Context: an optimization exercise on an open-source flow, tuned for small area and few clock cycles. The choices shown serve that exercise and are no tape-out recipe.
The RTL was checked by simulation tests, not by an equivalence proof against the original design.
No activity file was given, so power comes from the tool's default toggle rates.

==> config.mk <==
export PLATFORM = sky130hd
export DESIGN_NAME = nearest_neighbour_downscaler
export DESIGN_NICKNAME = nearest_neighbour_downscaler
export VERILOG_FILES = /design/flow/design.v
export SDC_FILE = /design/flow/constraint.sdc
export NUM_CORES = 4
export LEC_CHECK = 0
export CAP_MARGIN = 20
export CORE_MARGIN = 2
export CORE_UTILIZATION = 40
export SLEW_MARGIN = 20
export SYNTH_MEMORY_MAX_BITS = 16384
==> constraint.sdc <==
create_clock -name core_clock -period 10.0 [get_ports {clk}]
set_input_delay 2.0000 -clock core_clock [delete_from_list [all_inputs] [get_ports {clk}]]
set_output_delay 2.0000 -clock core_clock [all_outputs]
set_load 0.01 [all_outputs]
==> design.v <==
package nnd_pkg;
	localparam int DIM_W = 9;
	localparam int OY_W = 6;
	localparam int CH_W = 8;
	localparam int OP_W = 2;
	localparam int CFG_IDX_W = 1;
	localparam int OUT_SIZE_DEF = 50;
	localparam int MAX_SOURCE_DIM_DEF = 256;
	localparam int PW = 4 * CH_W;
	localparam int NS = OUT_SIZE_DEF;
	localparam logic [OP_W-1:0] OP_PUSH = 2'd0;
	localparam logic [OP_W-1:0] OP_REPLAY = 2'd1;
	localparam logic [OP_W-1:0] OP_RESTART = 2'd2;
endpackage
module nnd_ctrl (
	input  logic [8:0] d,
	output logic [7:0] vm1,
	output logic [2:0] q,
	output logic [5:0] r
);
	logic [8:0] v;
	always_comb begin
		if (d[8]) vm1 = 8'd255;
		else if (d[7:0] == 8'd0) vm1 = 8'd0;
		else vm1 = d[7:0] - 8'd1;
		q = 3'(vm1 >= 8'd49) + 3'(vm1 >= 8'd99) + 3'(vm1 >= 8'd149) +
			3'(vm1 >= 8'd199) + 3'(vm1 >= 8'd249);
		v = {1'b0, vm1} + 9'd1;
		r = 6'(v - 9'(q) * 9'd50);
	end
endmodule
module nnd_dp (
	input  logic        clk,
	input  logic        we,
	input  logic [5:0]  waddr,
	input  logic [31:0] wdata,
	input  logic [5:0]  raddr,
	output logic [31:0] rdata
);
	logic [31:0] mem [nnd_pkg::NS];
	always_ff @(posedge clk) begin
		if (we) mem[waddr] <= wdata;
	end
	assign rdata = mem[raddr];
endmodule
module nearest_neighbour_downscaler #(
	parameter int OUT_SIZE = nnd_pkg::OUT_SIZE_DEF,
	parameter int MAX_SOURCE_DIM = nnd_pkg::MAX_SOURCE_DIM_DEF
) (
	input  logic                            clk,
	input  logic                            arst_n,
	input  logic                            cfg_valid,
	output logic                            cfg_ready,
	input  logic [nnd_pkg::CFG_IDX_W-1:0]   cfg_index,
	input  logic [nnd_pkg::DIM_W-1:0]       cfg_data,
	input  logic                            in_valid,
	output logic                            in_ready,
	input  logic [nnd_pkg::OP_W-1:0]        operation,
	input  logic [nnd_pkg::CH_W-1:0]        red_in,
	input  logic [nnd_pkg::CH_W-1:0]        green_in,
	input  logic [nnd_pkg::CH_W-1:0]        blue_in,
	input  logic [nnd_pkg::CH_W-1:0]        alpha_in,
	output logic                            out_valid,
	input  logic                            out_ready,
	output logic [nnd_pkg::CH_W-1:0]        red_out,
	output logic [nnd_pkg::CH_W-1:0]        green_out,
	output logic [nnd_pkg::CH_W-1:0]        blue_out,
	output logic [nnd_pkg::CH_W-1:0]        alpha_out,
	output logic [nnd_pkg::OY_W-1:0]        out_column,
	output logic [nnd_pkg::OY_W-1:0]        out_line,
	output logic                            row_last,
	output logic                            replay_pending,
	output logic                            image_done
);
	logic [7:0] wm1_q;
	logic [2:0] qw_q, qh_q;
	logic [5:0] rw_q, rh_q;
	logic [7:0] cfg_vm1;
	logic [2:0] cfg_q;
	logic [5:0] cfg_r;
	logic big;
	logic [7:0] col_q;
	logic fin_q;
	logic [5:0] orow_q, hacc_q;
	logic [3:0] dr_q;
	logic [5:0] wp_q, wacc_q;
	logic [2:0] wd_q;
	logic e_act_q, epend_q;
	logic [5:0] ox_q, eoy_q, ridx_q, racc_q;
	logic op_push, op_rep, op_rst;
	logic col_last, emit_row, sampled, rep_ok, last_oy;
	logic xfer, ox_last, rc, rel, act_free, conflict, stall, acc;
	logic do_push, do_we, do_emit, do_rst;
	logic [6:0] hsum, wsum, rsum;
	logic hc, wc;
	logic [2:0] hstep;
	logic pend;
	logic [31:0] rdata;
	assign cfg_ready = 1'b1;
	nnd_ctrl u_cfg (
		.d   (cfg_data),
		.vm1 (cfg_vm1),
		.q   (cfg_q),
		.r   (cfg_r)
	);
	always_ff @(posedge clk or negedge arst_n) begin
		if (!arst_n) begin
			wm1_q <= 8'd255;
			qw_q <= 3'd5;
			rw_q <= 6'd6;
			qh_q <= 3'd5;
			rh_q <= 6'd6;
		end else if (cfg_valid) begin
			if (cfg_index == 1'b0) begin
				wm1_q <= cfg_vm1;
				qw_q <= cfg_q;
				rw_q <= cfg_r;
			end else begin
				qh_q <= cfg_q;
				rh_q <= cfg_r;
			end
		end
	end
	assign big = qw_q != 3'd0;
	assign xfer = e_act_q && out_ready;
	assign ox_last = ox_q == 6'd49;
	assign rsum = {1'b0, racc_q} + {1'b0, rw_q};
	assign rc = rsum >= 7'd50;
	assign rel = xfer && (big || rc || ox_last);
	assign act_free = !e_act_q || (xfer && ox_last);
	assign op_push = operation == nnd_pkg::OP_PUSH;
	assign op_rep = operation == nnd_pkg::OP_REPLAY;
	assign op_rst = operation == nnd_pkg::OP_RESTART;
	assign col_last = col_q == wm1_q;
	assign emit_row = dr_q == 4'd0;
	assign sampled = !big || wd_q == 3'd0;
	assign rep_ok = !fin_q && col_q == 8'd0 && dr_q == 4'hf;
	assign last_oy = orow_q == 6'd49;
	assign conflict = e_act_q && (wp_q > ridx_q || (wp_q == ridx_q && !rel));
	always_comb begin
		stall = 1'b0;
		if (op_push) stall = !fin_q && emit_row && ((sampled && conflict) || (col_last && !act_free));
		else if (op_rep) stall = rep_ok && !act_free;
	end
	assign in_ready = !stall;
	assign acc = in_valid && !stall;
	assign do_push = acc && op_push && !fin_q;
	assign do_we = do_push && emit_row && sampled;
	assign do_emit = (do_push && col_last && emit_row) || (acc && op_rep && rep_ok);
	assign do_rst = acc && op_rst;
	assign hsum = {1'b0, hacc_q} + {1'b0, rh_q};
	assign hc = hsum >= 7'd50;
	assign hstep = qh_q + 3'(hc);
	assign pend = !last_oy && hstep == 3'd0;
	assign wsum = {1'b0, wacc_q} + {1'b0, rw_q};
	assign wc = wsum >= 7'd50;
	always_ff @(posedge clk or negedge arst_n) begin
		if (!arst_n) begin
			col_q <= '0;
			fin_q <= 1'b0;
			orow_q <= '0;
			hacc_q <= '0;
			dr_q <= '0;
			wp_q <= '0;
			wd_q <= '0;
			wacc_q <= '0;
		end else if (do_rst) begin
			col_q <= '0;
			fin_q <= 1'b0;
			orow_q <= '0;
			hacc_q <= '0;
			dr_q <= '0;
			wp_q <= '0;
			wd_q <= '0;
			wacc_q <= '0;
		end else begin
			if (do_push) begin
				if (col_last) begin
					col_q <= '0;
					wp_q <= '0;
					wd_q <= '0;
					wacc_q <= '0;
					if (!emit_row && dr_q != 4'he) dr_q <= dr_q - 4'd1;
				end else begin
					col_q <= col_q + 8'd1;
					if (do_we) begin
						wp_q <= wp_q + 6'd1;
						wacc_q <= 6'(wc ? wsum - 7'd50 : wsum);
						wd_q <= qw_q + 3'(wc) - 3'd1;
					end else if (wd_q != 3'd0) begin
						wd_q <= wd_q - 3'd1;
					end
				end
			end
			if (do_emit) begin
				if (last_oy) begin
					fin_q <= 1'b1;
				end else begin
					orow_q <= orow_q + 6'd1;
					hacc_q <= 6'(hc ? hsum - 7'd50 : hsum);
					dr_q <= {1'b0, hstep} - 4'd1;
				end
			end
		end
	end
	always_ff @(posedge clk or negedge arst_n) begin
		if (!arst_n) begin
			e_act_q <= 1'b0;
		end else if (do_emit) begin
			e_act_q <= 1'b1;
		end else if (xfer && ox_last) begin
			e_act_q <= 1'b0;
		end
	end
	always_ff @(posedge clk) begin
		if (do_emit) begin
			ox_q <= '0;
			ridx_q <= '0;
			racc_q <= '0;
			eoy_q <= orow_q;
			epend_q <= pend;
		end else if (xfer) begin
			ox_q <= ox_q + 6'd1;
			racc_q <= 6'(rc ? rsum - 7'd50 : rsum);
			if (big || rc) ridx_q <= ridx_q + 6'd1;
		end
	end
	nnd_dp u_store (
		.clk   (clk),
		.we    (do_we),
		.waddr (wp_q),
		.wdata ({alpha_in, blue_in, green_in, red_in}),
		.raddr (ridx_q),
		.rdata (rdata)
	);
	assign out_valid = e_act_q;
	assign red_out = rdata[7:0];
	assign green_out = rdata[15:8];
	assign blue_out = rdata[23:16];
	assign alpha_out = rdata[31:24];
	assign out_column = ox_q;
	assign out_line = eoy_q;
	assign row_last = ox_last;
	assign replay_pending = epend_q;
	assign image_done = ox_last && eoy_q == 6'd49;
endmodule
==> run.sh <==
#!/bin/bash
# synth_recipe.tcl (not shown) runs the flow's synth.tcl, then flattens the netlist and writes it again
# the make line also repeats each setting of config.mk as NAME=value (left out here)
make -C /OpenROAD-flow-scripts/flow DESIGN_CONFIG=/design/flow/config.mk WORK_HOME=/design/flow/orfs CLKGATE_MAP_FILE= SYNTH_SCRIPT=/design/flow/synth_recipe.tcl finish
==> run notes <==
==> final cells by class <==
cell class | instances | area [µm²] | area share (%)
sequential | 1698 | 50500 | 65.5
multi-input combinational | 1151 | 16400 | 21.3
tap | 2204 | 2760 | 3.58
clock inverter | 100 | 827 | 1.07
antenna | 1 | 2.50 | 0.00325
clock buffer | 211 | 4560 | 5.92
timing repair buffer | 195 | 1790 | 2.33
inverter | 53 | 199 | 0.258
==> stage by stage <==
step / worst slack [ns] / util, % / power, mW / std cells / hold slack, ns
floorplan: 3.56 / - / 9.36 / 3047 / 0.440
global placement: 2.55 / 42.9 / 9.93 / 5301 / 0.452
detailed placement: 2.54 / 42.9 / 9.94 / 5301 / 0.463
CTS: 3.14 / 46.1 / 16.1 / 5612 / 0.472
global route: 2.83 / 46.1 / 16.5 / 5612 / 0.492
finish: 3.26 / 46.1 / 15.9 / 5613 / 0.467
==> cell usage after synthesis (3+ instances only) <==
master,number,area [µm²]
edfxtp_1,1607,48300
mux4_2,512,11500
nor2_1,102,383
clkbuf_1,91,342
nand2_1,63,236
ha_1,59,738
inv_1,53,199
dfrtp_1,51,1280
o21ai_0,46,230
mux2_2,44,495
nand3_1,33,165
a21oi_1,31,155
buf_2,29,145
xnor2_1,28,245
dfxtp_1,24,480
xor2_1,22,193
buf_1,21,78.8
dfstp_2,16,420
nand4_1,15,93.8
a21o_1,13,97.6
a211oi_1,12,90.1
and3_1,12,75.1
nand2b_1,12,75.1
nor3_1,12,60.1
o31ai_1,12,90.1
or3_1,8,50.1
a31oi_1,7,43.8
nor2b_1,7,43.8
nor4_1,7,43.8
fa_1,6,120
mux2i_1,6,60.1
or4_1,6,45.0
and2_1,5,31.3
nand4b_1,5,43.8
o211ai_1,5,37.5
o2bb2ai_1,5,43.8
a211o_1,4,35.0
nand3b_1,4,30.0
or2_2,4,25.0
a22o_1,3,26.3
a31o_2,3,26.3
buf_4,3,22.5
nor3b_1,3,22.5
o21bai_1,3,22.5
==> power by group <==
part | switching [mW] | internal, mW | total, mW
logic | 0.927 | 0.845 | 1.77
registers | 0.106 | 7.89 | 7.99
clock network | 2.75 | 3.39 | 6.15
==> routing by layer <==
metal  GRT usage, %  wire length, µm
met1           26.9            69900
met2           29.9            77800
met3           3.20            10200
met4           6.48             5250
met5              0               13
==> worst reg2reg max path: stages (launching register included) <==
cell      delay (ns)
dfrtp_1         0.68
ha_1            0.37
a21oi_1         0.15
o21ai_0         0.10
a221o_1         0.39
a41o_1          0.28
nor3_2          0.69
nand4b_1        0.85
nor2_4          1.09
buf_4           0.48
==> worst paths after layout <==
path,to,slack [ns]
worst min-delay path,racc_q[0]$_SDFFE_PN0P_,0.47
worst min register to register,racc_q[0]$_SDFFE_PN0P_,0.47
min in group asynchronous,wacc_q[2]$_DFFE_PN0P_,1.43
worst max-delay path,rw_q[5]$_DFFE_PN0P_,3.26
max in group asynchronous,orow_q[5]$_DFFE_PN0P_,8.01
worst max register to register,u_store.mem[0][14]$_DFFE_PP_,4.59
==> kinds of logic (layout without fill, tap and decap cells) <==
| group | count (synthesis) | after routing | share of synthesized area, % |
|---|---|---|---|
| flip-flops | 1698 | 1698 | 75.0 |
| adder cells (fa/ha/maj) | 65 | 65 | 1.28 |
| AND/OR/NAND/NOR | 308 | 308 | 2.26 |
| multiplexers | 562 | 562 | 18.0 |
| other | 1 | 2 | 0.00558 |
| AO/OA/AOI/OAI | 165 | 165 | 1.64 |
| XOR/XNOR | 50 | 50 | 0.651 |
| buffers and inverters | 198 | 559 | 1.19 |
==> cells in the final DEF, fill, tap and decap left out, types with 13 or more instances in the layout <==
cell	netlist	layout
dfxtp_1	24	18
xnor2_1	28	28
nor2_4	0	50
mux2_2	44	44
a21o_1	13	13
nor2_1	102	52
buf_4	3	90
edfxtp_1	1607	1607
xor2_1	22	22
o21ai_0	46	46
clkinv_2	0	29
a21oi_1	31	31
nand2_1	63	63
nand3_1	33	33
ha_1	59	59
dfrtp_1	51	51
clkbuf_1	91	33
dfstp_2	16	16
nand4_1	15	15
clkbuf_16	0	176
clkdlybuf4s50_1	0	94
inv_1	53	53
clkinv_1	0	45
mux4_2	512	512
==> flow_metrics.env <==
export IMPL_syn_nets=3161
export IMPL_relSlewSlack_pct=29.5
export IMPL_cp_slowest_cell="fa_1"
export IMPL_wl_per_cell_um=29.1
export IMPL_remaining_drc_errors=0
export IMPL_cts_max_level=4
export IMPL_viasPerCell=5.70
export IMPL_die_w_um=414
export IMPL_drive_gt1_share_pct=28.7
export IMPL_r2r_start="wp_q[2]$_DFFE_PN0P_"
export IMPL_drv_slew=0
export IMPL_cts_setup_buffers=0
export IMPL_period_share_pct=67.4
export IMPL_synth_flop_cell="edfxtp_1"
export IMPL_wl_um=163000
export IMPL_p_per_area_nw_per_um2=207
export IMPL_irDropWorstVdd_v=0.000161
export IMPL_hold_viol=0
export IMPL_ios=99
export IMPL_setup_viol=0
export IMPL_cp_depth=21
export IMPL_p_leak_nw=23.7
export IMPL_min_from="racc_q[0]$_SDFFE_PN0P_"
export IMPL_worstSetupPathType="in2reg"
export IMPL_critPathLaunchType="primary input"
export IMPL_fill_cells=13800
export IMPL_grt_pass1_vias=32400
export IMPL_cp_arrival_ns=7.35
export IMPL_maxCapViolCount=0
export IMPL_root_buffer="clkbuf_16"
export IMPL_rsz0062_at_grt="false"
export IMPL_synth_seq_cells=1698
export IMPL_reg_top3="u_store.mem x1600, col_q x8, wm1_q x8"
export IMPL_largest_register_ff_count=1600
export IMPL_cp_startpoint="cfg_data[5]"
export IMPL_ctsHoldBuffers=0
export IMPL_synth_edf_count=1607
export IMPL_netlist_instances=3047
export IMPL_drt_first_pass_iters=6
export IMPL_critPathRequiredTime_ns=10.61
export IMPL_yosys_warnings=3
export IMPL_fp_dieH_um=414
export IMPL_clockBufferDepth=3
export IMPL_area_growth_pct=14.5
export IMPL_path_cells="clkdlybuf4s50_1 > nor4_1 > nand3_1 > a21oi_1 > nor2_1 > o311ai_0 > nand2_1 > ha_1 > inv_1 > fa_1 > inv_1 > ha_1 > inv_1 > fa_1 > ha_1 > fa_1 > a21o_1 > a21oi_1 > xnor2_1 > xnor2_1 > o21ai_0"
export IMPL_fin_crit_ns=6.74
export IMPL_gp_congestion=0.784
export IMPL_grt_ovfl_total=0
export IMPL_fin_skew_ns=0.0494
export IMPL_avgSynthCellArea_um2=22.1
export IMPL_path_buf_inv=4
export IMPL_critPathTopFamily="adder cells"
export IMPL_dieArea_um2=171000
export IMPL_grt_pass1_wl_um=235000
export IMPL_cts_resized=0
export IMPL_cp_slowest_stage_delay_ns=0.63
export IMPL_fmax_mhz=148
export IMPL_hold_class="reg2reg"
export IMPL_status="timing/DRC/antenna clean"
export IMPL_rows=150
export IMPL_async_flop_share_pct=3.95
export IMPL_track_usage_pct=19.0
export IMPL_rr_worst_depth=9
export IMPL_placed_cell_area_um2=71600
export IMPL_grt_start_max_net_pins=137
export IMPL_tightestPinTransition_ns=1.05
export IMPL_hpwl_um=90900
export IMPL_clk_latency_ns=0.82
export IMPL_vias=32000
export IMPL_initialDrtViolationCount=3743
export IMPL_tns_ns=0
export IMPL_endpoint_kind="flip-flop"
export IMPL_ant_nets=0
export IMPL_postLayoutCellArea_um2=77000
export IMPL_critPathMaxFanout=9
export IMPL_cts_buffers=174
export IMPL_cts_tree="built"
export IMPL_synth_area_um2=67200
export IMPL_start_util_pct=40.3
export IMPL_ys_seq_area_share_pct=75.0
export IMPL_min_path_cells=2
export IMPL_port_buffers=97
export IMPL_cts_sinks=1698
export IMPL_fin_nets=3387
export IMPL_synth_distinct_cells=71
export IMPL_regMostFlops="u_store.mem"
export IMPL_antenna_found_initial=5
export IMPL_path_clk_slew_ns=0.05
export IMPL_coreArea_um2=167000
Testbench counts, summed over its fixed seeds: cycles 685,379.

## what the ideal ports hide
No port has a modelled driver above. Below, the same layout with a new extraction and two added sets of constraints. Step 1 sets driving cells, clkbuf_16 on the clock port and buf_2 on the other inputs (assumed; they add their load-dependent delay and slew). Step 2, shift: input delay + t, output delay - t, t = (earliest + latest rising clock arrival at the registers) / 2. This alone moves slack from input paths to output paths. a / b / c = ideal / step 1 / step 2; a / b = the first two.
shift t [ns]: 0.857
setup slack, ns: 3.262 / 3.194 / 2.457
worst setup path after step 2: input to register
clock arrival spread, ns: 0.066 / 0.065
pins driven straight from the clock port: 1
After both steps setup and hold are still met in this run. For this run, drivers alone change the setup slack by -0.068 ns; drivers and shift together by -0.805 ns.
